From an optimization exercise on the open Yosys and OpenROAD flow, aimed at small area; shortcuts taken in it are not production practice. At most, simulation tests tie the RTL to the original design; equivalence was not proved. The RTL of run 1 was laid out without a check of its function. Power figures rest on the tool's default switching activity, not on a simulated workload.

[design/flow/config.mk]
export PLATFORM = sky130hd
export DESIGN_NAME = keypad_top
export DESIGN_NICKNAME = keypad_top
export VERILOG_FILES = /design/flow/design.v
export SDC_FILE = /design/flow/constraint.sdc
export NUM_CORES = 4
export LEC_CHECK = 0
export CAP_MARGIN = 20
export CORE_MARGIN = 2
export CORE_UTILIZATION = 25
export GPL_TIMING_DRIVEN = 0
export PLACE_DENSITY = 0.8
export SLEW_MARGIN = 20
[design/flow/constraint.sdc]
create_clock -name core_clock -period 5.0 [get_ports {clk}]
set_input_delay 1.0000 -clock core_clock [delete_from_list [all_inputs] [get_ports {clk}]]
set_output_delay 1.0000 -clock core_clock [all_outputs]
set_load 0.01 [all_outputs]
[design/flow/design.v]
`timescale 1ns/1ps
package keypad_pkg;
    typedef enum logic {
        PAGE_NUMBERS,
        PAGE_FUNCTIONS
    } page_t;
    typedef enum logic [2:0] {
        NAV_NONE,
        NAV_UP,
        NAV_DOWN,
        NAV_LEFT,
        NAV_RIGHT,
        NAV_SELECT
    } nav_cmd_t;
    typedef enum logic [4:0] {
        KEY_0, KEY_1, KEY_2, KEY_3, KEY_4,
        KEY_5, KEY_6, KEY_7, KEY_8, KEY_9,
        KEY_DOT, KEY_POW, KEY_SQRT,
        KEY_DIV, KEY_MUL, KEY_SUB, KEY_ADD,
        KEY_CLEAR, KEY_DELETE, KEY_EQUALS,
        KEY_SIN, KEY_COS, KEY_TAN,
        KEY_LPAREN, KEY_RPAREN, KEY_FACT,
        KEY_LN, KEY_PI, KEY_E
    } key_t;
    typedef struct packed {
        page_t                page;
        logic [3-1:0]    row;
        logic [3-1:0]    col;
    } selection_t;
    typedef struct packed {
        logic                 valid;
        key_t                 key;
    } key_event_t;
    typedef struct packed {
        logic [2:0][8-1:0]            chars;
        logic [1:0]                         count;
    } spelling_t;
    typedef struct packed {
        logic [32-1:0][8-1:0] chars;
        logic [6-1:0]                   len;
    } expression_t;
endpackage
`timescale 1ns/1ps
module kp_char_dec
(
    input  logic [5:0] c,
    output logic [7:0] a
);
    logic b7;
    assign b7 = !c[5] && c[1] && (c[4] == c[3]);
    assign a  = {b7, c[5] | b7, !(c[5] && c[4] && c[2] && c[1]), c[4], c[3:0]};
endmodule
module kp_nav
(
    input  logic       clk,
    input  logic       reset,
    input  logic [4:0] btn,
    output logic       page,
    output logic [1:0] row,
    output logic [2:0] col,
    output logic       kv       
);
    localparam logic [2:0] C_NONE = 3'b000, C_UP = 3'b100, C_DOWN = 3'b101,
                           C_LEFT = 3'b110, C_RIGHT = 3'b111, C_SEL = 3'b001;
    logic [4:0] btn_low;     
    logic [4:0] pressed;
    logic [2:0] cmd;
    assign pressed = ~btn & ~btn_low;
    always_ff @(posedge clk) begin
        if (reset) begin
            btn_low  <= '0;
            cmd      <= C_NONE;
        end else begin
            btn_low  <= ~btn;
            if (pressed[1])      cmd <= C_UP;
            else if (pressed[4]) cmd <= C_DOWN;
            else if (pressed[2]) cmd <= C_LEFT;
            else if (pressed[3]) cmd <= C_RIGHT;
            else if (pressed[0]) cmd <= C_SEL;
            else                 cmd <= C_NONE;
        end
    end
    logic [1:0] row_up, row_dn;
    logic [2:0] col_lt, col_rt;
    logic       row_last, col_last;
    always_comb begin
        case (row)
            2'd0: begin row_up = 2'd0; row_dn = 2'd1; end
            2'd1: begin row_up = 2'd0; row_dn = 2'd2; end
            2'd2: begin row_up = 2'd1; row_dn = 2'd3; end
            default: begin row_up = 2'd2; row_dn = 2'bxx; end
        endcase
        case (col)
            3'd0: begin col_lt = 3'd0; col_rt = 3'd1; end
            3'd1: begin col_lt = 3'd0; col_rt = 3'd2; end
            3'd2: begin col_lt = 3'd1; col_rt = 3'd3; end
            3'd3: begin col_lt = 3'd2; col_rt = 3'd4; end
            3'd4: begin col_lt = 3'd3; col_rt = 3'bxxx; end
            default: begin col_lt = 3'bxxx; col_rt = 3'bxxx; end
        endcase
        row_last = page ? (row == 2'd2) : (row == 2'd3);
        col_last = page ? (col == 3'd2) : (col == 3'd4);
    end
    always_ff @(posedge clk) begin
        if (reset) begin
            page <= 1'b0;
            row  <= '0;
            col  <= '0;
            kv   <= 1'b0;
        end else begin
            kv <= (cmd == C_SEL);
            case (cmd)
                C_UP:   row <= row_up;
                C_DOWN: if (!row_last) row <= row_dn;
                C_LEFT: begin
                    if (page && col == 0) begin
                        page <= 1'b0;
                        row  <= '0;
                        col  <= 3'd4;
                    end else col <= col_lt;
                end
                C_RIGHT: begin
                    if (!page && col_last) begin
                        page <= 1'b1;
                        row  <= '0;
                        col  <= '0;
                    end else if (!col_last) col <= col_rt;
                end
                default: ;
            endcase
        end
    end
endmodule
module kp_keys
(
    input  logic       page,
    input  logic [1:0] row,
    input  logic [2:0] col,
    output logic [5:0] c0,       
    output logic [5:0] c1,       
    output logic       third_s,  
    output logic [1:0] n,        
    output logic       k_op,
    output logic       k_eq,
    output logic       k_clr,
    output logic       k_del
);
    function automatic logic [5:0] enc(input logic [7:0] a);
        enc = {a[6] ^ a[7], a[4], a[3:0]};
    endfunction
    logic [5:0] c2;
    always_comb begin
        c0 = 'x; c1 = 'x; c2 = 'x; n = 2'd1;
        k_op = 1'b0; k_eq = 1'b0; k_clr = 1'b0; k_del = 1'b0;
        if (!page) begin
            case ({row, col})
                5'o00: c0 = enc("7");
                5'o01: c0 = enc("8");
                5'o02: c0 = enc("9");
                5'o03: begin k_op = 1'b1; n = 2'd0; end
                5'o04: begin k_clr = 1'b1; n = 2'd0; end
                5'o10: c0 = enc("4");
                5'o11: c0 = enc("5");
                5'o12: c0 = enc("6");
                5'o13: begin k_op = 1'b1; n = 2'd0; end
                5'o14: begin k_del = 1'b1; n = 2'd0; end
                5'o20: c0 = enc("1");
                5'o21: c0 = enc("2");
                5'o22: c0 = enc("3");
                5'o23: begin k_op = 1'b1; n = 2'd0; end
                5'o24: begin k_op = 1'b1; n = 2'd0; end
                5'o30: c0 = enc("0");
                5'o31: c0 = enc(".");
                5'o32: c0 = enc("^");
                5'o33: c0 = enc(8'hFB);
                5'o34: begin k_eq = 1'b1; n = 2'd0; end
                default: begin n = 2'bxx;
                    k_op = 1'bx; k_eq = 1'bx; k_clr = 1'bx; k_del = 1'bx; end
            endcase
        end else begin
            case ({row, col})
                5'o00: begin c0 = enc("s"); c1 = enc("i"); c2 = enc("n"); n = 2'd3; end
                5'o01: begin c0 = enc("c"); c1 = enc("o"); c2 = enc("s"); n = 2'd3; end
                5'o02: begin c0 = enc("t"); c1 = enc("a"); c2 = enc("n"); n = 2'd3; end
                5'o10: c0 = enc("(");
                5'o11: c0 = enc(")");
                5'o12: c0 = enc("!");
                5'o20: begin c0 = enc("l"); c1 = enc("n"); n = 2'd2; end
                5'o21: c0 = enc(8'hE3);
                5'o22: c0 = enc("e");
                default: begin n = 2'bxx;
                    k_op = 1'bx; k_eq = 1'bx; k_clr = 1'bx; k_del = 1'bx; end
            endcase
        end
    end
    assign third_s = col[0];
endmodule
module kp_editor
(
    input  logic       clk,
    input  logic       reset,
    input  logic       kv,
    input  logic [1:0] row,
    input  logic [2:0] col,
    input  logic [1:0] n,
    input  logic       k_op,
    input  logic       k_eq,
    input  logic       k_clr,
    input  logic       k_del,
    input  logic [5:0] c0,
    input  logic [5:0] c1,
    input  logic       third_s,
    output logic [4:0] len,
    output logic [30:0][5:0] chars,
    output logic       expr_valid,
    output logic       expr_complete
);
    function automatic logic [5:0] enc(input logic [7:0] a);
        enc = {a[6] ^ a[7], a[4], a[3:0]};
    endfunction
    logic [1:0] op;         
    logic [5:0] opc;
    logic       fits, append;
    logic       pend;       
    logic       pend_s;     
    logic       w1, w2;     
    logic [5:0] first;      
    logic [1:0][5:0] lane;  
    logic [7:0] qhot;       
    logic [3:0] wa;         
    logic       wb;         
    logic [30:0] we;        
    assign fits   = !(&len[4:2]) || (n <= ~len[1:0]);
    assign append = kv && !k_op && !k_eq && !k_clr && !k_del && fits;
    assign w1     = append || pend;
    assign w2     = append && n[1];
    assign first  = pend ? (pend_s ? enc("s") : enc("n")) : c0;
    assign lane[0] = len[0] ? c1 : first;
    assign lane[1] = len[0] ? first : c1;
    always_comb begin
        for (int q = 0; q < 8; q++) qhot[q] = (len[4:2] == 3'(q));
        for (int m = 0; m < 4; m++)
            wa[m] = (w1 && len[1:0] == 2'(m)) || (m >= 1 && w2 && len[1:0] == 2'(m - 1));
        wb = w2 && len[1:0] == 2'd3;
        for (int i = 0; i < 31; i++)
            we[i] = (qhot[i / 4] && wa[i % 4]) || (i >= 4 && i % 4 == 0 && qhot[i / 4 - 1] && wb);
    end
    always_comb begin
        case (op)
            2'd0: opc = enc("/");
            2'd1: opc = enc("*");
            2'd2: opc = enc("-");
            default: opc = enc("+");
        endcase
    end
    logic [4:0] len_dec, len_add;
    logic [1:0] inc;
    logic [4:1] cy, bw;
    always_comb begin
        inc = pend ? 2'd1 : (n == 2'd3 ? 2'd2 : n);
        bw[1] = !len[0];
        for (int b = 2; b < 5; b++) bw[b] = bw[b-1] && !len[b-1];
        len_dec[0] = !len[0];
        for (int b = 1; b < 5; b++) len_dec[b] = len[b] ^ bw[b];
        len_add[0] = len[0] ^ inc[0];
        cy[1] = len[0] && inc[0];
        len_add[1] = len[1] ^ inc[1] ^ cy[1];
        cy[2] = (len[1] && inc[1]) || (cy[1] && (len[1] || inc[1]));
        for (int b = 3; b < 5; b++) cy[b] = cy[b-1] && len[b-1];
        for (int b = 2; b < 5; b++) len_add[b] = len[b] ^ cy[b];
    end
    always_ff @(posedge clk) begin
        if (reset) begin
            len           <= '0;
            pend          <= 1'b0;
            expr_valid    <= 1'b0;
            expr_complete <= 1'b0;
        end else begin
            pend          <= append && n == 2'd3;
            expr_valid    <= kv && k_op && (len != 0);
            expr_complete <= kv && k_eq && (len != 0);
            if (expr_valid)    len <= 5'd1;
            if (expr_complete) len <= 5'd0;
            if (pend)          len <= len_add;
            if (kv) begin
                if (k_clr) len <= '0;
                if (k_del && len != 0) len <= len_dec;
                if (append) len <= len_add;
            end
        end
    end
    always_ff @(posedge clk) begin
        pend_s <= third_s;
        op <= {row == 2'd2, col[2] | (row == 2'd1)};
    end
    always_ff @(posedge clk) begin
        if (expr_valid) chars[0] <= opc;
        else if (we[0]) chars[0] <= lane[0];
        for (int i = 1; i < 31; i++)
            if (we[i]) chars[i] <= lane[i % 2];
    end
endmodule
module keypad_top
(
    input  logic        clk,
    input  logic        reset,
    input  logic [4:0]  btn,             
    output logic [6:0]  selection,
    output logic [261:0] expr_out,
    output logic        expr_valid,
    output logic        expr_complete
);
    logic       page, kv;
    logic [1:0] row, n;
    logic [2:0] col;
    logic       k_op, k_eq, k_clr, k_del;
    logic [5:0] c0, c1;
    logic       third_s;
    logic [4:0] len;
    logic [30:0][5:0] chars;
    kp_nav nav_i (
        .clk (clk), .reset (reset), .btn (btn),
        .page (page), .row (row), .col (col), .kv (kv)
    );
    kp_keys keys_i (
        .page (page), .row (row), .col (col),
        .c0 (c0), .c1 (c1), .third_s (third_s), .n (n),
        .k_op (k_op), .k_eq (k_eq), .k_clr (k_clr), .k_del (k_del)
    );
    kp_editor editor_i (
        .clk (clk), .reset (reset), .kv (kv), .row (row), .col (col), .n (n),
        .k_op (k_op), .k_eq (k_eq), .k_clr (k_clr), .k_del (k_del),
        .c0 (c0), .c1 (c1), .third_s (third_s), .len (len), .chars (chars),
        .expr_valid (expr_valid), .expr_complete (expr_complete)
    );
    assign selection = {page, 1'b0, row, col};
    assign expr_out[5:0]     = {1'b0, len};
    assign expr_out[261:254] = '0;
    for (genvar i = 0; i < 31; i++) begin : g_dec
        kp_char_dec dec_i (.c (chars[i]), .a (expr_out[6 + 8*i +: 8]));
    end
endmodule
[design/flow/flow/run.sh]
#!/bin/bash
# Standard ORFS layout with changes that only affect cell area:
#  - synthesis maps logic with an area-oriented ABC script and without the
#    adder-cell extraction (same registers, same names and cell types);
#  - port buffers are the smallest buffer;
#  - a lighter clock tree (no dummy loads, small clusters of clkbuf_4).
set -o pipefail
cp -r "$FLOW_HOME/scripts" ./scripts_area
printf 'strash\n&get -n\n&deepsyn -T 300\n&nf -R 1000 -p\n&put\ntopo\n' > scripts_area/abc_speed.script
export BUFFER_PORTS_ARGS="-buffer_cell sky130_fd_sc_hd__buf_1"
export CTS_ARGS="-sink_clustering_enable -repair_clock_nets -dont_use_dummy_load -buf_list {sky130_fd_sc_hd__clkbuf_4} -sink_clustering_size 10 -sink_clustering_max_diameter 40"
export REMOVE_ABC_BUFFERS=1
SCRIPTS_DIR=$PWD/scripts_area ADDER_MAP_FILE= bash standard.sh synth > synth.log 2>&1 || exit 1
bash standard.sh > layout.log 2>&1
[design/flow/standard.sh]
#!/bin/bash
# synth_recipe.tcl (not shown) runs the flow's synth.tcl, then flattens the netlist and writes it again
# the make line also repeats each setting of config.mk as NAME=value (left out here)
make -C /OpenROAD-flow-scripts/flow DESIGN_CONFIG=/design/flow/config.mk WORK_HOME=/design/flow/orfs CLKGATE_MAP_FILE= SYNTH_SCRIPT=/design/flow/synth_recipe.tcl "${@:-finish}"
==> results of run 1 <==
[worst paths after layout]
path | from | to | slack, ns | depth (start not counted)
worst min-delay path | nav_i.cmd[2] | nav_i.kv | 0.49 | 1
worst min register to register | nav_i.cmd[2] | nav_i.kv | 0.49 | 1
worst max register to register | nav_i.col[0] | editor_i.chars[180] | 0.53 | 9
worst max-delay path | nav_i.col[0] | editor_i.chars[180] | 0.53 | 9
[sequential cells by signal, indices dropped and copies added, names as in the netlist, 2 cells and up]
register        cells
nav_i.row           2
editor_i.len        5
nav_i.col           3
nav_i.btn_low       5
editor_i.op         2
nav_i.cmd           3
editor_i.chars    186
[per-layer routing]
metal / routed length (µm) / global-route usage / vias up
met5: 0 / 0 / -
met4: 786 / 0.0378 / 0
met3: 1590 / 0.0278 / 44
met2: 11900 / 0.193 / 260
met1: 8630 / 0.122 / 2927
li1: - / - / 2799
[cell usage in the layout, fill, tap and decap left out, drive strengths merged, types with 2 or more instances in the layout]
master	synthesis	routed
nand2b	34	34
or3	3	3
nor3b	4	4
nand3	6	6
xnor2	33	33
o21a	2	2
or3b	2	2
a21oi	19	19
or2	2	2
and2	4	4
nand4	36	36
mux2	3	3
clkinv	10	10
nand3b	3	3
nand2	56	56
nor2	96	96
nor3	8	8
a211oi	3	3
clkbuf	0	31
edfxtp	186	186
o21ai	10	10
xor2	2	2
nor4b	2	2
conb	1	10
o211ai	3	3
a31oi	4	4
a221oi	3	3
o22ai	8	8
dfxtp	26	26
or4	2	2
buf	198	272
nor2b	5	5
[worst reg2reg max path, delay by kind of cell (launching register included)]
kind	cells	cell delay, ns
simple gates	7	2.34
compound gates	2	1.30
flops	1	0.48
[kinds of logic (layout without fill, tap and decap cells)]
| group | Yosys count | after routing |
|---|---|---|
| buffers and inverters | 208 | 313 |
| AO/OA/AOI/OAI | 63 | 63 |
| AND/OR/NAND/NOR | 265 | 265 |
| flip-flops | 212 | 212 |
| other | 1 | 10 |
| XOR/XNOR | 35 | 35 |
| multiplexers | 4 | 4 |
[stage by stage]
step                      power, mW  instances  instance area [µm²]  hold slack (ns)  utilization
after floorplan                2.04        599                 8210            0.428            -
after CTS                      2.91       1420                10200            0.459        0.265
after global placement         2.09       1384                 9860            0.457        0.257
after detailed placement       2.11       1389                 9950            0.464        0.259
after global routing           2.99       1420                10200            0.469        0.265
final                          2.87       1420                10200            0.488        0.265
[cell type report]
cell class	instances	area (µm²)
timing repair buffer	272	1060
fill	3967	28200
multi-input combinational	377	2100
sequential	212	6110
tap	518	648
inverter	10	37.5
clock buffer	31	233
[power by group]
group          switching, mW  leakage [nW]  total [mW]  internal, mW
logic                 0.0843          1.08       0.113        0.0286
registers             0.0127          1.88        1.95          1.94
clock network          0.524         0.143       0.805         0.281
total                  0.621          3.10        2.87          2.25
==> flow_metrics.py, run 1 <==
metrics = {
    "run_status": {
        "outcome": "timing/DRC/antenna clean",
    },
    "worst_setup_path": {
        "end_kind": "flop",
        "cp_cell_sequence": "nor2_1 > nand3_1 > nand2_1 > nor2_1 > or4_1 > a31oi_1 > nand2b_1 > nand2_1 > a211oi_1",
        "critical_path_buf_inv_count": 0,
        "max_stage_delay_ns": 0.93,
        "crit_fanout": 15,
        "start_kind": "flop",
        "cp.arrival_ns": 4.77,
        "crit_family": "simple AND/OR/NAND/NOR gates",
        "worstPathRequired_ns": 5.30,
        "slowest_stage": "a211oi_1",
        "critPathKind": "flop to flop",
    },
    "run": {
        "maxCapViolCount": 0,
    },
    "yosys": {
        "synth.avg_cell_area_um2": 12.3,
        "synthFlopType": "edfxtp_1",
        "yosys_warnings": 7,
        "synth_seq_cells": 212,
        "netlist.area_leader.share": 0.578,
        "yosysMostFrequentCell": "buf_4",
        "async_flop_share": 0,
        "synth_cells": 788,
        "synth_compound_area_frac": 0.0413,
        "synth_edf_count": 186,
        "synth_cell_types": 45,
        "synth.largest_area_cell": "edfxtp_1",
        "seq_area_frac_synth": 0.632,
        "synth_xor_area_frac": 0.0317,
        "synth_top_family_by_area": "buffers and inverters",
        "synth_fa_ha_area_frac": 0,
        "synth_area_leaders": "edfxtp_1 58%, buf_4 15%, dfxtp_1 5.4%",
        "synth_common_cells": "198 x buf_4, 186 x edfxtp_1, 96 x nor2_1, 56 x nand2_1, 36 x nand4_1",
        "synthMuxAreaShare": 0.00453,
        "yosys.area_share.simple": 0.133,
        "syn_area_um2": 9670,
    },
    "die": {
        "fp.coreArea_um2": 38400,
        "dieArea_um2": 40300,
        "rows": 72,
        "die_w_um": 201,
        "die_y_um": 201,
        "initial_utilization": 0.252,
        "io_pins": 278,
    },
    "cts": {
        "clkSlewWorstSetupHoldPaths_ns": 0.09,
        "cts_buffers": 31,
        "cts_tree": "yes",
        "clk_path_buf_depth": 3,
        "cts_root_buffer": "clkbuf_4",
        "hold_buffers": 0,
        "h-tree-depth": 1,
        "cts_setup_buffers": 0,
        "clock_latency_ns": 0.74,
        "cts_resized": 0,
        "cts.sinks": 212,
    },
    "timing": {
        "max_freq_ghz": 0.224,
        "worst_slack_ns": 0.530,
        "max-slew-margin-rel": 0.292,
        "fin_setup_tns_ns": 0,
        "setup_violations": 0,
        "rsz0062_at_grt": "false",
        "final_max_slew_viol_count": 0,
        "min_period_ns": 4.47,
        "post-route-period-util": 0.894,
        "skew_ns": 0.0958,
        "worst_pin_slew_ns": 1.06,
        "timing.final.hold_violations": 0,
    },
    "grt": {
        "grt_pass1_vias": 5669,
        "track_usage": 0.107,
        "grt_max_degree": 19,
        "grt_overflow": 0,
        "grt_pass1_wl_um": 33100,
        "antenna_found_initial": 1,
    },
    "placement": {
        "place_ws_ns": 0.563,
        "io_buffers": 267,
        "place_congestion": 0.848,
        "dp_hpwl_um": 16900,
    },
    "pwr": {
        "vdd_drop_max_mv": 0.196,
        "p_leak_nw": 3.10,
        "powerDensity_nw_per_um2": 282,
    },
    "route": {
        "ant_nets": 0,
        "vias": 6030,
        "drcViolationCount": 0,
        "viasPerCell": 4.25,
        "first_pass_iters": 5,
        "drt-initial-drc-count": 538,
        "routed_wl_um": 22900,
        "wl_per_cell_um": 16.1,
    },
    "final_layout": {
        "antennaDiodeCount": 0,
        "area_delta_synth_final_pct": 5.36,
        "drive_gt1_frac": 0.0466,
        "nets": 911,
    },
    "worst_hold_path": {
        "hold_path.class": "flop to flop",
    },
}
==> run 2: changes to the inputs <==
--- a/design/flow/design.v
+++ b/design/flow/design.v
@@ -291,7 +291,7 @@
     end
     always_ff @(posedge clk) begin
         pend_s <= third_s;
-        op <= {row == 2'd2, col[2] | (row == 2'd1)};
+        if (kv && k_op) op <= {row == 2'd2, col[2] | (row == 2'd1)};
     end
     always_ff @(posedge clk) begin
         if (expr_valid) chars[0] <= opc;
--- a/design/flow/flow/run.sh
+++ b/design/flow/flow/run.sh
@@ -6,7 +6,7 @@
 #  - a lighter clock tree (no dummy loads, small clusters of clkbuf_4).
 set -o pipefail
 cp -r "$FLOW_HOME/scripts" ./scripts_area
-printf 'strash\n&get -n\n&deepsyn -T 300\n&nf -R 1000 -p\n&put\ntopo\n' > scripts_area/abc_speed.script
+printf 'strash\n&get -n\n&deepsyn -T 120\n&nf -R 1000 -p\n&put\ntopo\n' > scripts_area/abc_speed.script
 export BUFFER_PORTS_ARGS="-buffer_cell sky130_fd_sc_hd__buf_1"
 export CTS_ARGS="-sink_clustering_enable -repair_clock_nets -dont_use_dummy_load -buf_list {sky130_fd_sc_hd__clkbuf_4} -sink_clustering_size 10 -sink_clustering_max_diameter 40"
 export REMOVE_ABC_BUFFERS=1
==> run 2 against run 1 <==
  * Setup slack gained 0.10 ns
  * Register-to-register slack gained 0.10 ns
  * Clock power shrank 3.1%
  * Sequential power is essentially flat
  * Flip-flop and latch count is the same
  * Die area grew 1.5%
  * Critical path type unchanged
  * Largest power group unchanged
==> flow_metrics.py, run 2 <==
metrics = {
    "worst_setup_path": {
        "cp-startpoint": "nav_i.row[1]",
        "end_kind": "flop",
        "critPathKind": "flop to flop",
        "start_kind": "flop",
        "cp.arrival_ns": 4.66,
        "crit_family": "simple AND/OR/NAND/NOR gates",
        "cp_cell_sequence": "clkinv_1 > nor2_1 > nand2_1 > o21ai_0 > a21oi_1 > or3_1 > a31oi_1 > or3_1 > nand2_1 > nor3_1",
        "slowest_stage": "nor3_1",
        "max_stage_delay_ns": 0.79,
        "reg2reg_depth": 10,
        "worstPathRequired_ns": 5.29,
        "crit_fanout": 9,
        "regToRegSetupSlack_ns": 0.63,
        "r2r-start": "nav_i.row[1]",
        "critical_path_buf_inv_count": 1,
        "r2r_end": "editor_i.chars[184]",
    },
    "pwr": {
        "vdd_drop_max_mv": 0.143,
        "p_sw_frac": 0.216,
        "p_leak_nw": 3.12,
        "seq_power_share": 0.680,
        "switchingPower_uw": 625,
        "powerDensity_nw_per_um2": 279,
        "p_int_mw": 2.26,
        "clock_power_share": 0.270,
        "comb_power_share": 0.050,
    },
    "route": {
        "wl_per_cell_um": 16.4,
        "vias": 6258,
        "drcViolationCount": 0,
        "viasPerCell": 4.29,
        "routed_wl_um": 23900,
        "ant_nets": 0,
        "drt-initial-drc-count": 440,
        "first_pass_iters": 5,
    },
    "die": {
        "dieArea_um2": 40900,
        "die_w_um": 202,
        "initial_utilization": 0.253,
        "fp.coreArea_um2": 38700,
        "io_pins": 278,
        "rows": 72,
        "die_y_um": 202,
    },
    "cts": {
        "cts_setup_buffers": 0,
        "clock_latency_ns": 0.72,
        "cts_tree": "yes",
        "hold_buffers": 0,
        "clk_path_buf_depth": 3,
        "clkSlewWorstSetupHoldPaths_ns": 0.09,
        "cts_resized": 0,
        "cts.sinks": 212,
        "cts_root_buffer": "clkbuf_4",
        "h-tree-depth": 1,
        "cts_buffers": 30,
    },
    "grt": {
        "antenna_found_initial": 1,
        "grt_overflow": 0,
        "grt_max_degree": 21,
        "grt_pass1_wl_um": 34400,
        "track_usage": 0.111,
        "grt_pass1_vias": 5881,
    },
    "final_layout": {
        "ff_latch_area_um2": 6130,
        "largest_register_ffs": 186,
        "nets": 949,
        "drive_gt1_frac": 0.0468,
        "n_fill_cell": 4007,
        "layout_common_cells": "267 x buf_1, 188 x edfxtp_1, 95 x nor2_1, 42 x o21ai_0, 40 x nand2b_1",
        "area_delta_synth_final_pct": 5.43,
        "fin_util": 0.267,
        "regMostFlops": "editor_i.chars",
        "multi_input_area_um2": 2130,
        "layout_commonest_cell": "buf_1",
        "reg_top3": "editor_i.chars: 186 flops, editor_i.len: 5 flops, nav_i.btn_low: 5 flops",
    },
    "yosys": {
        "synth_cells": 826,
        "synth.largest_area_cell": "edfxtp_1",
        "synthFlopType": "edfxtp_1",
        "synth_area_leaders": "edfxtp_1 58%, buf_4 15%, dfxtp_1 4.9%",
        "synth_seq_cells": 212,
        "async_flop_share": 0,
        "synth_cell_types": 40,
        "yosys_warnings": 7,
        "synth_common_cells": "198 x buf_4, 188 x edfxtp_1, 97 x nor2_1, 45 x o21ai_0, 40 x nand2b_1",
        "syn_area_um2": 9810,
        "yosysMostFrequentCell": "buf_4",
        "synth_edf_count": 188,
        "netlist.area_leader.share": 0.575,
        "seq_area_frac_synth": 0.624,
        "synth.avg_cell_area_um2": 11.9,
    },
    "timing": {
        "max_freq_ghz": 0.229,
        "fin_setup_tns_ns": 0,
        "final_max_slew_viol_count": 0,
        "setup_violations": 0,
        "min_period_ns": 4.37,
        "worst_pin_slew_ns": 0.929,
        "skew_ns": 0.107,
        "max-slew-margin-rel": 0.376,
        "timing.final.hold_violations": 0,
        "rsz0062_at_grt": "false",
        "post-route-period-util": 0.873,
    },
    "worst_hold_path": {
        "hold_path_end": "nav_i.cmd[0]",
        "hold_depth": 2,
        "min_from": "nav_i.btn_low[1]",
        "hold_path.class": "flop to flop",
    },
    "run_status": {
        "outcome": "timing/DRC/antenna clean",
    },
    "placement": {
        "io_buffers": 267,
        "dp_hpwl_um": 18000,
        "place_congestion": 0.840,
    },
    "run": {
        "maxCapViolCount": 0,
    },
}
[run 2: cell types whose count changed after synthesis, moves of 4 or more]
cell      change
a21boi_0     +31
nand2b_1      +6
or3_1         +4
nand2_1      -24
nor3_1        +5
clkinv_1     +26
o21ai_0      +35
xnor2_1      -31
[run 2: stage by stage]
stage	total power, mW	worst slack [ns]	hold slack (ns)	std cells	area (µm²)
after floorplan	2.07	1.61	0.447	637	8360
final	2.89	0.633	0.486	1459	10300
after global routing	3.02	0.134	0.495	1459	10300
after global placement	2.13	0.443	0.470	1422	10000
after detailed placement	2.15	0.509	0.471	1428	10100
after CTS	2.94	0.545	0.470	1458	10300
[run 2: kinds of logic (layout without fill, tap and decap cells)]
| family | after synthesis | in the layout | synth area share |
|---|---|---|---|
| AO/OA/AOI/OAI | 126 | 126 | 0.0803 |
| XOR/XNOR | 2 | 2 | 0.00179 |
| buffers and inverters | 234 | 339 | 0.165 |
| flip-flops | 212 | 212 | 0.624 |
| multiplexers | 3 | 3 | 0.00331 |
| other | 1 | 11 | 0.000382 |
| AND/OR/NAND/NOR | 248 | 248 | 0.125 |
[run 2: power groups by stage]
| stage | sequential (mW) | clock (mW) | combinational, mW |
|---|---|---|---|
| after global routing | 1.97 | 0.891 | 0.161 |
| after floorplan | 2.00 | 0 | 0.0646 |
| final | 1.97 | 0.780 | 0.145 |
| after detailed placement | 2.01 | 0 | 0.149 |
| after global placement | 2.01 | 0 | 0.125 |
| after CTS | 1.97 | 0.828 | 0.150 |
[run 2: worst max path at each step]
stage | endpoint | slack, ns | cells after the start
floorplan | editor_i.chars[180] | 1.61 | 10
global placement | editor_i.chars[144] | 0.44 | 7
detailed placement | editor_i.chars[180] | 0.51 | 10
CTS | editor_i.chars[180] | 0.54 | 10
global route | editor_i.chars[182] | 0.13 | 10
finish | editor_i.chars[184] | 0.63 | 10
[run 2: worst reg2reg max path: stages (launching register included)]
cell      delay (ns)
dfxtp_1         0.54
clkinv_1        0.26
nor2_1          0.31
nand2_1         0.08
o21ai_0         0.53
a21oi_1         0.07
or3_1           0.40
a31oi_1         0.47
or3_1           0.29
nand2_1         0.27
nor3_1          0.79
[run 2: final cells by class]
class,count,share of cell area
Multi-Input combinational cell,389,0.206
Clock buffer,30,0.0218
Inverter,36,0.0131
Antenna cell,1,0.000242
Timing Repair Buffer,273,0.104
Tap cell,518,0.0626
Sequential cell,212,0.592
[run 2: per-layer routing]
| layer | part of all wire | global-route usage |
|---|---|---|
| met1 | 0.39 | 0.127 |
| met2 | 0.52 | 0.201 |
| met3 | 0.059 | 0.0274 |
| met4 | 0.029 | 0.0362 |
| met5 | 0 | 0 |
==> run 3: changes to the inputs <==
--- a/design/flow/design.v
+++ b/design/flow/design.v
@@ -148,9 +148,8 @@
     function automatic logic [5:0] enc(input logic [7:0] a);
         enc = {a[6] ^ a[7], a[4], a[3:0]};
     endfunction
-    logic [5:0] c2;
     always_comb begin
-        c0 = 'x; c1 = 'x; c2 = 'x; n = 2'd1;
+        c0 = 'x; c1 = 'x; n = 2'd1;
         k_op = 1'b0; k_eq = 1'b0; k_clr = 1'b0; k_del = 1'b0;
         if (!page) begin
             case ({row, col})
@@ -179,9 +178,9 @@
             endcase
         end else begin
             case ({row, col})
-                5'o00: begin c0 = enc("s"); c1 = enc("i"); c2 = enc("n"); n = 2'd3; end
-                5'o01: begin c0 = enc("c"); c1 = enc("o"); c2 = enc("s"); n = 2'd3; end
-                5'o02: begin c0 = enc("t"); c1 = enc("a"); c2 = enc("n"); n = 2'd3; end
+                5'o00: begin c0 = enc("s"); c1 = enc("i"); n = 2'd3; end
+                5'o01: begin c0 = enc("c"); c1 = enc("o"); n = 2'd3; end
+                5'o02: begin c0 = enc("t"); c1 = enc("a"); n = 2'd3; end
                 5'o10: c0 = enc("(");
                 5'o11: c0 = enc(")");
                 5'o12: c0 = enc("!");
@@ -256,19 +255,17 @@
     logic [4:0] len_dec, len_add;
     logic [1:0] inc;
     logic [4:1] cy, bw;
-    always_comb begin
-        inc = pend ? 2'd1 : (n == 2'd3 ? 2'd2 : n);
-        bw[1] = !len[0];
-        for (int b = 2; b < 5; b++) bw[b] = bw[b-1] && !len[b-1];
-        len_dec[0] = !len[0];
-        for (int b = 1; b < 5; b++) len_dec[b] = len[b] ^ bw[b];
-        len_add[0] = len[0] ^ inc[0];
-        cy[1] = len[0] && inc[0];
-        len_add[1] = len[1] ^ inc[1] ^ cy[1];
-        cy[2] = (len[1] && inc[1]) || (cy[1] && (len[1] || inc[1]));
-        for (int b = 3; b < 5; b++) cy[b] = cy[b-1] && len[b-1];
-        for (int b = 2; b < 5; b++) len_add[b] = len[b] ^ cy[b];
-    end
+    assign inc = pend ? 2'd1 : (n == 2'd3 ? 2'd2 : n);
+    assign bw[1] = !len[0];
+    assign bw[2] = bw[1] && !len[1];
+    assign bw[3] = bw[2] && !len[2];
+    assign bw[4] = bw[3] && !len[3];
+    assign len_dec = len ^ {bw, 1'b1};
+    assign cy[1] = len[0] && inc[0];
+    assign cy[2] = (len[1] && inc[1]) || (cy[1] && (len[1] || inc[1]));
+    assign cy[3] = cy[2] && len[2];
+    assign cy[4] = cy[3] && len[3];
+    assign len_add = len ^ {cy[4:2], inc[1] ^ cy[1], inc[0]};
     always_ff @(posedge clk) begin
         if (reset) begin
             len           <= '0;
@@ -291,7 +288,7 @@
     end
     always_ff @(posedge clk) begin
         pend_s <= third_s;
-        if (kv && k_op) op <= {row == 2'd2, col[2] | (row == 2'd1)};
+        op <= {row == 2'd2, col[2] | (row == 2'd1)};
     end
     always_ff @(posedge clk) begin
         if (expr_valid) chars[0] <= opc;
--- a/design/flow/flow/run.sh
+++ b/design/flow/flow/run.sh
@@ -6,7 +6,7 @@
 #  - a lighter clock tree (no dummy loads, small clusters of clkbuf_4).
 set -o pipefail
 cp -r "$FLOW_HOME/scripts" ./scripts_area
-printf 'strash\n&get -n\n&deepsyn -T 120\n&nf -R 1000 -p\n&put\ntopo\n' > scripts_area/abc_speed.script
+printf 'strash\n&get -n\n&deepsyn -T 300\n&nf -R 1000 -p\n&put\ntopo\n' > scripts_area/abc_speed.script
 export BUFFER_PORTS_ARGS="-buffer_cell sky130_fd_sc_hd__buf_1"
 export CTS_ARGS="-sink_clustering_enable -repair_clock_nets -dont_use_dummy_load -buf_list {sky130_fd_sc_hd__clkbuf_4} -sink_clustering_size 10 -sink_clustering_max_diameter 40"
 export REMOVE_ABC_BUFFERS=1
==> run 3 against run 2 <==
  * Still clean
  * Clock skew increased by 0.0023 ns
  * Clock power increased by 13%
  * Largest cell class unchanged
  * Setup slack improved by 0.74 ns
  * Largest power group unchanged
  * Synthesized area about the same
  * Utilization about the same
==> flow_metrics.py, run 3 <==
metrics = {
    "run_status": {
        "outcome": "timing/DRC/antenna clean",
    },
    "final_layout": {
        "regMostFlops": "editor_i.chars",
        "drive_gt1_frac": 0.0485,
        "layout_commonest_cell": "buf_1",
        "multi_input_area_um2": 2120,
        "stdcell_area_um2": 10400,
        "area_delta_synth_final_pct": 5.57,
        "ff_latch_area_um2": 6110,
        "largest_register_ffs": 186,
        "n_fill_cell": 4013,
        "layout_common_cells": "267 x buf_1, 186 x edfxtp_1, 94 x nor2_1, 49 x o21ai_0, 43 x nand2b_1",
        "reg_top3": "editor_i.chars: 186 flops, editor_i.len: 5 flops, nav_i.btn_low: 5 flops",
        "nets": 958,
    },
    "pwr": {
        "p_leak_nw": 3.15,
        "p_int_mw": 2.30,
        "clock_power_share": 0.301,
        "p_sw_frac": 0.221,
        "power_mw": 2.95,
        "comb_power_share": 0.038,
        "powerDensity_nw_per_um2": 284,
        "switchingPower_uw": 650,
        "vdd_drop_max_mv": 0.142,
        "seq_power_share": 0.662,
    },
    "worst_setup_path": {
        "worstSetupEndpoint": "editor_i.chars[185]",
        "crit_family": "simple AND/OR/NAND/NOR gates",
        "max_stage_delay_ns": 0.71,
        "worstPathRequired_ns": 5.30,
        "regToRegSetupSlack_ns": 1.37,
        "cp.arrival_ns": 3.93,
        "critical_path_buf_inv_count": 0,
        "cp_cell_sequence": "nor2_1 > a21oi_1 > nand2b_1 > a21oi_1 > o21bai_1 > and2_0 > nand2_1 > nor3_1",
        "reg2reg_depth": 8,
        "end_kind": "flop",
        "cp-startpoint": "nav_i.row[1]",
        "crit_top_cell": "a21oi_1",
        "start_kind": "flop",
        "r2r-start": "nav_i.row[1]",
        "crit_cells": 8,
        "critPathKind": "flop to flop",
        "r2r_end": "editor_i.chars[185]",
        "crit_fanout": 17,
        "slowest_stage": "dfxtp_1",
    },
    "placement": {
        "place_congestion": 0.859,
        "placed_area_um2": 10100,
        "dp_hpwl_um": 18000,
        "io_buffers": 267,
    },
    "cts": {
        "clkSlewWorstSetupHoldPaths_ns": 0.08,
        "cts_resized": 0,
        "clk_path_buf_depth": 3,
        "cts_tree": "yes",
        "hold_buffers": 0,
        "cts_setup_buffers": 0,
        "cts.sinks": 212,
        "cts_buffers": 36,
        "cts_root_buffer": "clkbuf_4",
        "h-tree-depth": 2,
        "clock_latency_ns": 0.69,
    },
    "die": {
        "rows": 72,
        "die_y_um": 202,
        "fp.coreArea_um2": 38700,
        "dieArea_um2": 40900,
        "die_w_um": 202,
        "io_pins": 278,
        "initial_utilization": 0.253,
    },
    "route": {
        "vias": 6272,
        "viasPerCell": 4.27,
        "drt-initial-drc-count": 434,
        "first_pass_iters": 5,
        "wl_per_cell_um": 16.7,
        "ant_nets": 0,
        "routed_wl_um": 24500,
        "drcViolationCount": 0,
    },
    "grt": {
        "grt_pass1_vias": 5905,
        "grt_max_degree": 19,
        "track_usage": 0.114,
        "grt_pass1_wl_um": 34700,
        "antenna_found_initial": 1,
        "grt_overflow": 0,
    },
    "yosys": {
        "synth_cells": 830,
        "yosys_warnings": 7,
        "synth.largest_area_cell": "edfxtp_1",
        "netlist.area_leader.share": 0.569,
        "synth.avg_cell_area_um2": 11.8,
        "synth_edf_count": 186,
        "synth_seq_cells": 212,
        "async_flop_share": 0,
        "synth_common_cells": "198 x buf_4, 186 x edfxtp_1, 94 x nor2_1, 53 x o21ai_0, 43 x nand2b_1",
        "synth_cell_types": 43,
        "syn_area_um2": 9810,
        "synthFlopType": "edfxtp_1",
        "yosysMostFrequentCell": "buf_4",
        "synth_area_leaders": "edfxtp_1 57%, buf_4 15%, dfxtp_1 5.3%",
        "seq_area_frac_synth": 0.622,
    },
    "timing": {
        "skew_ns": 0.109,
        "setup_violations": 0,
        "post-route-period-util": 0.726,
        "final_max_slew_viol_count": 0,
        "max_freq_ghz": 0.275,
        "timing.final.hold_violations": 0,
        "max-slew-margin-rel": 0.321,
        "hold_ws_ns": 0.388,
        "rsz0062_at_grt": "false",
        "fin_setup_tns_ns": 0,
        "worst_pin_slew_ns": 1.02,
        "min_period_ns": 3.63,
    },
    "worst_hold_path": {
        "hold_path.class": "flop to flop",
    },
    "run": {
        "maxCapViolCount": 0,
    },
}
==> run 3: cell count changes in the layout (fill, tap and decap cells not counted), moves of 3 or more <==
| cell | change |
|---|---|
| or3_1 | -7 |
| nand3_1 | +3 |
| nand2b_1 | +3 |
| clkbuf_4 | +6 |
| a21o_1 | +3 |
| o22ai_1 | -6 |
| and2_0 | +4 |
| o21ai_0 | +7 |
| clkinv_1 | +5 |
==> run 3: area by class of cell <==
type,count,area share
sequential,212,0.589
multi-input combinational,388,0.205
timing repair buffer,272,0.102
tap,518,0.0626
clock buffer,36,0.0261
inverter,41,0.0149
antenna,1,0.000242
==> run 3: kinds of logic (layout without fill, tap and decap cells) <==
kind of cell           count (synthesis)  count (layout)  share of synthesized area
multiplexers                           4               4                    0.00459
other                                  1              11                   0.000382
buffers and inverters                239             349                      0.167
AO/OA/AOI/OAI                        131             131                     0.0839
AND/OR/NAND/NOR                      241             241                      0.120
flip-flops                           212             212                      0.622
XOR/XNOR                               2               2                    0.00179
==> run 3: routing by layer <==
metal | GRT usage | share of wire | routed length, µm
met3 | 0.0405 | 0.087 | 2130
met5 | 0 | 0 | 0
met2 | 0.195 | 0.49 | 12100
met4 | 0.0597 | 0.042 | 1030
met1 | 0.126 | 0.38 | 9250
==> run 3: worst min-delay path: cells and delay by family (launching register included) <==
| family | cells | cell delay, ns |
|---|---|---|
| and+or+nand+nor | 2 | 0.13 |
| DFF | 1 | 0.30 |
==> run 3: through the flow <==
stage          std cells   util  setup slack, ns
2_1_floorplan        641      -             2.03
3_3_place_gp        1426  0.258            0.744
3_5_place_dp        1431  0.260             1.31
4_1_cts             1467  0.267             1.33
5_1_grt             1467  0.267             1.02
6_report            1468  0.267             1.37
==> run 3: worst min path at each step <==
stage,from,to,depth (start not counted)
final,nav_i.btn_low[1],nav_i.cmd[0],2
after global routing,nav_i.btn_low[1],nav_i.cmd[0],2
after CTS,nav_i.btn_low[1],nav_i.cmd[0],2
after detailed placement,nav_i.btn_low[1],nav_i.cmd[0],2
after global placement,nav_i.cmd[1],nav_i.kv,1
after floorplan,nav_i.cmd[1],nav_i.kv,1
==> run 3: power groups by stage <==
stage | logic, mW | registers (mW) | clock network [mW]
3_3_place_gp | 0.0997 | 1.99 | 0
2_1_floorplan | 0.0517 | 1.99 | 0
4_1_cts | 0.114 | 1.95 | 0.940
5_1_grt | 0.122 | 1.95 | 0.999
3_5_place_dp | 0.113 | 1.99 | 0
6_report | 0.111 | 1.95 | 0.885
==> run 4: changes to the inputs <==
--- a/design/flow/design.v
+++ b/design/flow/design.v
@@ -48,7 +48,7 @@
 );
     logic b7;
     assign b7 = !c[5] && c[1] && (c[4] == c[3]);
-    assign a  = {b7, c[5] | b7, !(c[5] && c[4] && c[2] && c[1]), c[4], c[3:0]};
+    assign a  = {b7, c[5] | b7, !(c[5] && c[4] && c[3]), c[4], c[3:0]};
 endmodule
 module kp_nav
 (
--- a/design/flow/flow/run.sh
+++ b/design/flow/flow/run.sh
@@ -6,7 +6,7 @@
 #  - a lighter clock tree (no dummy loads, small clusters of clkbuf_4).
 set -o pipefail
 cp -r "$FLOW_HOME/scripts" ./scripts_area
-printf 'strash\n&get -n\n&deepsyn -T 300\n&nf -R 1000 -p\n&put\ntopo\n' > scripts_area/abc_speed.script
+printf 'strash\n&get -n\n&deepsyn -I 12 -T 30\n&nf -R 1000 -p\n&put\ntopo\n' > scripts_area/abc_speed.script
 export BUFFER_PORTS_ARGS="-buffer_cell sky130_fd_sc_hd__buf_1"
 export CTS_ARGS="-sink_clustering_enable -repair_clock_nets -dont_use_dummy_load -buf_list {sky130_fd_sc_hd__clkbuf_4} -sink_clustering_size 10 -sink_clustering_max_diameter 40"
 export REMOVE_ABC_BUFFERS=1
==> run 4 against run 3 <==
  * Utilization increased by 0.12 points
  * Setup slack got worse by 0.45 ns
  * Combinational power is 22% higher
  * Synthesized cell count fell by 3.9%
  * Clock power down about 10%
  * Still clean on timing, DRC and antenna
  * Sequential share of layout area grew 1.1 points
  * Routed wire length decreased by 8.2%
  * Highest routed layer unchanged
==> flow_metrics.py, run 4 <==
metrics = {
    "final_layout": {
        "reg_top3": "editor_i.chars: 186 flops, editor_i.len: 5 flops, nav_i.btn_low: 5 flops",
        "nets": 922,
        "multi_input_area_um2": 2080,
        "regMostFlops": "editor_i.chars",
        "layout_common_cells": "267 x buf_1, 186 x edfxtp_1, 106 x nor2_1, 56 x nand2_1, 40 x nand3_1",
        "drive_gt1_frac": 0.0504,
        "ff_latch_area_um2": 6110,
        "n_fill_cell": 3909,
        "area_delta_synth_final_pct": 5.46,
        "largest_register_ffs": 186,
        "layout_commonest_cell": "buf_1",
        "stdcell_area_um2": 10200,
    },
    "grt": {
        "grt_overflow": 0,
        "grt_max_degree": 26,
        "grt_pass1_wl_um": 33200,
        "antenna_found_initial": 1,
        "track_usage": 0.107,
        "grt_pass1_vias": 5665,
    },
    "yosys": {
        "synthFlopType": "edfxtp_1",
        "yosysMostFrequentCell": "buf_4",
        "netlist.area_leader.share": 0.579,
        "synth_seq_cells": 212,
        "syn_area_um2": 9640,
        "synth_cells": 798,
        "synth_area_leaders": "edfxtp_1 58%, buf_4 15%, dfxtp_1 5.4%",
        "synth.avg_cell_area_um2": 12.1,
        "async_flop_share": 0,
        "yosys_warnings": 7,
        "synth_edf_count": 186,
        "synth_common_cells": "198 x buf_4, 186 x edfxtp_1, 108 x nor2_1, 56 x nand2_1, 40 x nand3_1",
        "seq_area_frac_synth": 0.633,
        "synth.largest_area_cell": "edfxtp_1",
        "synth_cell_types": 41,
    },
    "worst_setup_path": {
        "start_kind": "flop",
        "cp_cell_sequence": "clkinv_1 > nand2_1 > o21ai_0 > a21oi_1 > o2111ai_1 > nor3b_1 > nor2_1 > nor2_1 > nor2b_1 > nand2_1 > nor2_1",
        "worstPathRequired_ns": 5.30,
        "slowest_stage": "dfxtp_1",
        "critPathKind": "flop to flop",
        "crit_fanout": 13,
        "crit_top_cell": "nor2_1",
        "critical_path_buf_inv_count": 1,
        "crit_family": "simple AND/OR/NAND/NOR gates",
        "cp.arrival_ns": 4.37,
        "max_stage_delay_ns": 0.63,
        "end_kind": "flop",
    },
    "die": {
        "die_w_um": 200,
        "dieArea_um2": 40100,
        "rows": 71,
        "fp.coreArea_um2": 37800,
        "io_pins": 278,
        "initial_utilization": 0.255,
        "die_y_um": 200,
    },
    "cts": {
        "clock_latency_ns": 0.71,
        "cts_tree": "yes",
        "cts_root_buffer": "clkbuf_4",
        "cts.sinks": 212,
        "h-tree-depth": 1,
        "cts_setup_buffers": 0,
        "clkSlewWorstSetupHoldPaths_ns": 0.07,
        "clk_path_buf_depth": 3,
        "cts_resized": 0,
        "cts_buffers": 31,
        "hold_buffers": 0,
    },
    "timing": {
        "worst_slack_ns": 0.922,
        "fin_setup_tns_ns": 0,
        "max-slew-margin-rel": 0.366,
        "final_max_slew_viol_count": 0,
        "max_freq_ghz": 0.245,
        "post-route-period-util": 0.816,
        "worst_pin_slew_ns": 0.949,
        "timing.final.hold_violations": 0,
        "skew_ns": 0.0801,
        "min_period_ns": 4.08,
        "rsz0062_at_grt": "false",
        "hold_ws_ns": 0.444,
        "setup_violations": 0,
    },
    "run_status": {
        "outcome": "timing/DRC/antenna clean",
    },
    "route": {
        "drcViolationCount": 0,
        "routed_wl_um": 22500,
        "viasPerCell": 4.19,
        "wl_per_cell_um": 15.8,
        "vias": 5977,
        "ant_nets": 0,
        "first_pass_iters": 5,
        "drt-initial-drc-count": 474,
    },
    "placement": {
        "place_congestion": 0.861,
        "place_ws_ns": 0.922,
        "placed_area_um2": 9920,
        "io_buffers": 267,
        "dp_hpwl_um": 16700,
    },
    "run": {
        "maxCapViolCount": 0,
    },
    "pwr": {
        "p_leak_nw": 3.12,
        "power_mw": 2.89,
        "powerDensity_nw_per_um2": 284,
        "vdd_drop_max_mv": 0.141,
    },
    "worst_hold_path": {
        "hold_path.class": "flop to flop",
    },
}
-- run 4: final cells by class --
cell class | count | area share
sequential | 212 | 0.601
multi-input combinational | 387 | 0.205
timing repair buffer | 273 | 0.105
tap | 511 | 0.0629
clock buffer | 31 | 0.0229
inverter | 10 | 0.00369
antenna | 2 | 0.000492
-- run 4: logic make-up after synthesis --
| group | Yosys count | share of synthesized area |
|---|---|---|
| other cells | 1 | 0.000389 |
| flops | 212 | 0.633 |
| buf+inv | 208 | 0.158 |
| xor+xnor | 33 | 0.0300 |
| mux | 3 | 0.00350 |
| simple gates | 276 | 0.131 |
| compound gates | 65 | 0.0437 |
-- run 4: per-layer routing --
metal  vias to the layer above  track usage  part of all wire
met2                       261        0.192              0.51
li1                       2818            -                 -
met3                        53       0.0238             0.064
met5                         -            0                 0
met1                      2845        0.124              0.39
met4                         0       0.0415             0.029
-- run 4: path summary, 6_finish.rpt --
check                                           to         start  slack (ns)  cells past startpoint
worst max-delay path            editor_i.chars[86]  nav_i.row[1]        0.92                     11
worst min-delay path                      nav_i.kv  nav_i.cmd[2]        0.44                      1
worst max register to register  editor_i.chars[86]  nav_i.row[1]        0.92                     11
worst min register to register            nav_i.kv  nav_i.cmd[2]        0.44                      1
-- run 4: power breakdown --
part | switching (mW) | internal (mW) | total, mW | leakage (nW)
combinational | 0.102 | 0.0338 | 0.135 | 1.10
clock | 0.515 | 0.280 | 0.795 | 0.143
sequential | 0.0177 | 1.94 | 1.96 | 1.88
total | 0.634 | 2.26 | 2.89 | 3.12
-- run 4: per-stage QoR --
step,util,std cells
4_1_cts,0.268,1424
3_3_place_gp,0.260,1387
2_1_floorplan,-,609
3_5_place_dp,0.262,1393
5_1_grt,0.269,1426
6_report,0.269,1426

## separate check: timing with driven ports
How much do the figures lean on ideal ports? The routed layouts below were timed once more, with nothing changed but the port constraints. Step 1 sets driving cells, clkbuf_16 on the clock port and buf_2 on the other inputs (assumed; they add their load-dependent delay and slew). Step 2 times the ports against the registers' clock, not the clock port: input delays grow and output delays shrink by t, the midpoint of the rising clock arrivals with the driver on. Three values: ideal, step 1, step 2; two values: the first two.
run	t (ns)	setup slack, ns	hold WS [ns]	worst setup path at the end
run 1	0.713	0.530 / 0.530 / 0.530	0.488 / 0.488 / 0.488	register to register
run 2	0.712	0.633 / 0.633 / 0.633	0.486 / 0.486 / 0.486	register to register
run 3	0.659	1.369 / 1.369 / 1.369	0.388 / 0.388 / 0.388	register to register
run 4	0.713	0.922 / 0.922 / 0.922	0.444 / 0.444 / 0.444	register to register
After both steps setup and hold are still met in every run listed.
